This is an optimization exercise on Yosys and OpenROAD, whose aim is small area, not a production implementation. The RTL was checked by simulation tests, not by an equivalence proof against the original design. Power is estimated from default activity; no workload was simulated.

==> flow/design.v (excerpt) <==
module conv5x5_top (
  input  wire logic             clk,
  input  wire logic             rst,
  input  wire conv_pkg::pixel_t row0,      
  input  wire conv_pkg::pixel_t row1,
  input  wire conv_pkg::pixel_t row2,
  input  wire conv_pkg::pixel_t row3,
  input  wire conv_pkg::pixel_t row4,      
  output conv_pkg::pixel_t      pix_out    
);
Size: about 290 flip-flops.
==> flow/config.mk <==
export PLATFORM = sky130hd
export DESIGN_NAME = conv5x5_top
export DESIGN_NICKNAME = conv5x5_top
export VERILOG_FILES = /design/flow/design.v
export SDC_FILE = /design/flow/constraint.sdc
export NUM_CORES = 4
export LEC_CHECK = 0
export CAP_MARGIN = 20
export CORE_MARGIN = 2
export CORE_UTILIZATION = 65
export SLEW_MARGIN = 20
export SYNTH_HIERARCHICAL = 1
==> flow/constraint.sdc <==
create_clock -name core_clock -period 4.0 [get_ports {clk}]
set_input_delay 0.8000 -clock core_clock [delete_from_list [all_inputs] [get_ports {clk}]]
set_output_delay 0.8000 -clock core_clock [all_outputs]
set_load 0.01 [all_outputs]
standard.sh (not shown) runs the stock make flow with config.mk's settings and CLKGATE_MAP_FILE= SYNTH_SCRIPT=/design/flow/synth_recipe.tcl, a recipe that flattens the netlist after the stock synthesis.
==> flow/flow/run.sh <==
#!/bin/bash
export BUFFER_PORTS_ARGS="-buffer_cell sky130_fd_sc_hd__buf_1"
export CTS_ARGS="-sink_clustering_enable -repair_clock_nets -dont_use_dummy_load -sink_clustering_size 20 -sink_clustering_max_diameter 60 -buf_list {sky130_fd_sc_hd__clkbuf_4 sky130_fd_sc_hd__clkbuf_8}"
bash standard.sh > standard.log 2>&1
Then changed:
==> flow/flow/run.sh (replaced) <==
#!/bin/bash
export BUFFER_PORTS_ARGS="-buffer_cell sky130_fd_sc_hd__buf_1"
export CTS_ARGS="-sink_clustering_enable -repair_clock_nets -dont_use_dummy_load -sink_clustering_size 12 -sink_clustering_max_diameter 60 -buf_list sky130_fd_sc_hd__clkbuf_4"
bash standard.sh > standard.log 2>&1
--- a/flow/config.mk
+++ b/flow/config.mk
@@ -8,5 +8,5 @@
 export CAP_MARGIN = 20
 export CORE_MARGIN = 2
-export CORE_UTILIZATION = 65
+export CORE_UTILIZATION = 40
 export SLEW_MARGIN = 20
 export SYNTH_HIERARCHICAL = 1
What happened: Synthesized cell count stays the same; non-clock buffer count is unchanged; die area went up by 60%; utilization went down by 27 points; first-iteration DRC count went down by 42%; count of clock-buffer cells in the layout went up by 10.
Then changed:
==> flow/flow/run.sh (replaced) <==
#!/bin/bash
# standard layout; ports buffered with the smallest buffer, clock tree without dummy loads
export BUFFER_PORTS_ARGS="-buffer_cell sky130_fd_sc_hd__buf_1"
export CTS_ARGS="-sink_clustering_enable -repair_clock_nets -dont_use_dummy_load -sink_clustering_size 28 -sink_clustering_max_diameter 100"
bash standard.sh > standard.log 2>&1
=>
- via count is lower by a few percent
- routed wire length is lower slightly
- worst setup slack gets worse by 32 ps
- total power is higher by a few percent
- sequential cell count does not change
- non-clock buffer count does not change
- cell count is lower slightly
Then changed:
==> flow/flow/run.sh (replaced) <==
#!/bin/bash
export BUFFER_PORTS_ARGS="-buffer_cell sky130_fd_sc_hd__buf_1"
export CTS_ARGS="-sink_clustering_enable -repair_clock_nets -dont_use_dummy_load -sink_clustering_size 12 -sink_clustering_max_diameter 50 -buf_list sky130_fd_sc_hd__clkbuf_4"
bash standard.sh > standard.log 2>&1
--- a/flow/config.mk
+++ b/flow/config.mk
@@ -8,5 +8,5 @@
 export CAP_MARGIN = 20
 export CORE_MARGIN = 2
-export CORE_UTILIZATION = 40
+export CORE_UTILIZATION = 65
 export SLEW_MARGIN = 20
 export SYNTH_HIERARCHICAL = 1
Effect:
- final cell count decreases by about 10%
- via count increases by 0.93%
- routed wire length decreases by 0.72%
- total power decreases by about 4%
- core utilization increases by 27 points

---

Setup of P:
conv5x5_top, a different RTL version from the one above (not shown whole).
For scale: roughly 550 cells after synthesis, ~280 flip-flops, roughly 50 I/O pins, roughly 8700 um^2 of cells after synthesis.
clock: 4.0 ns
lec_check: 0
cap_margin: 20
core_margin: 2
core_utilization: 85
slew_margin: 20
synth_hierarchical: 1
==> flow/flow/run.sh <==
#!/bin/bash
export BUFFER_PORTS_ARGS="-buffer_cell sky130_fd_sc_hd__buf_1"
export CTS_ARGS="-sink_clustering_enable -repair_clock_nets -dont_use_dummy_load -sink_clustering_size 13 -sink_clustering_max_diameter 35 -buf_list sky130_fd_sc_hd__clkbuf_4"
bash standard.sh > standard.log 2>&1
P did not finish; a tool error ended it in detailed placement.
Modified inputs, Q compared to P
==> flow/flow/run.sh <==
#!/bin/bash
export BUFFER_PORTS_ARGS="-buffer_cell sky130_fd_sc_hd__buf_1"
export CTS_ARGS="-sink_clustering_enable -repair_clock_nets -dont_use_dummy_load -sink_clustering_size 11 -sink_clustering_max_diameter 50 -buf_list sky130_fd_sc_hd__clkbuf_4"
bash standard.sh > standard.log 2>&1
-- flow/config.mk --
<<< P, line 10
export CORE_UTILIZATION = 85
>>> Q, line 10
export CORE_UTILIZATION = 75
Results
- Area share of fa/ha/maj cells after synthesis: P vs Q identical
- ~same fraction of the yosys area taken by sequential cells in Q and P
- Q reports a higher chip height than P does.
- [Q vs P] placement row count: higher in Q
- Q ended with every stage complete and zero timing, DRC or antenna violations.
- [compare] base=P new=Q: synthesized netlist net count did not really move, detailed placement HPWL went down, width of the die went up.
Input changes introduced in R (baseline for comparison: Q):
==> flow/flow/run.sh <==
#!/bin/bash
export BUFFER_PORTS_ARGS="-buffer_cell sky130_fd_sc_hd__buf_1"
export CTS_ARGS="-sink_clustering_enable -repair_clock_nets -dont_use_dummy_load -sink_clustering_size 12 -sink_clustering_max_diameter 40 -buf_list sky130_fd_sc_hd__clkbuf_4"
bash standard.sh > standard.log 2>&1
-- flow/config.mk --
<<< Q, line 10
export CORE_UTILIZATION = 75
>>> R, line 10
export CORE_UTILIZATION = 80
R went all the way through synthesis, placement and routing and the layout is clean on timing, DRC and antenna.
Compared to Q, R has clock-buffer cell count about 3.4% lower.
[compare] base=Q new=R: final area now sits at about the same level, final wirelength now sits higher, met2 layer wire length in the routed design now sits higher.
Edits applied to the flow inputs when going from R to S:
-- flow/config.mk --
<<< R, line 11
>>> S, line 11
export PLACE_DENSITY = 0.75
Findings:
- Multi-input gate share of the layout cell area came out exactly the same in S and R.
- As far as worst setup slack after layout goes, R and S are indistinguishable; the numbers are identical.
- Reported for S and R, number of clock-tree buffers in the layout turned out identical to the last digit.
- Maximum buffer depth of the clock tree: R vs S identical
- Internal power: R vs S identical
- Minimum period implied by the final worst setup slack came out exactly the same in S and R.
- S -> R: worst hold-check slack delta 0, exact match
- S and R ended up with roughly the same clock network fraction of total power.
- On buffer count from post-CTS setup fixing, R tracks S almost exactly.
- Compared R against S; power attributed to the clock group within noise.

static timing again, ports no longer ideal:
Ports are ideal in the flow. The routed layouts listed here were re-timed in OpenROAD. Step 1: set_driving_cell puts a clkbuf_16 on clk and a buf_2 on each other input, an assumption about the parent block. Step 2 moves the port delays by t, midway between the first and last clock arrival at a register: inputs arrive t later, outputs are due t later. That takes back most of the time a late clock gives input paths. Three values: ideal, step 1, step 2; two values: the first two.
| run | shift t [ns] | setup WS [ns] | clock arrival spread, ns |
|---|---|---|---|
| the first run of note 1 | 0.522 | 0.296 / 0.296 / 0.296 | 0.043 / 0.043 |
| the second run of note 1 | 0.659 | 0.282 / 0.282 / 0.282 | 0.063 / 0.063 |
| the third run of note 1 | 0.498 | 0.250 / 0.250 / 0.250 | 0.039 / 0.039 |
| the fourth run of note 1 | 0.637 | 0.269 / 0.269 / 0.269 | 0.081 / 0.081 |
| Q | 0.623 | 0.187 / 0.187 / 0.187 | 0.027 / 0.027 |
| R | 0.613 | 0.133 / 0.133 / 0.133 | 0.049 / 0.049 |
| S | 0.613 | 0.133 / 0.133 / 0.133 | 0.049 / 0.049 |
After both steps setup and hold are still met in every run listed.
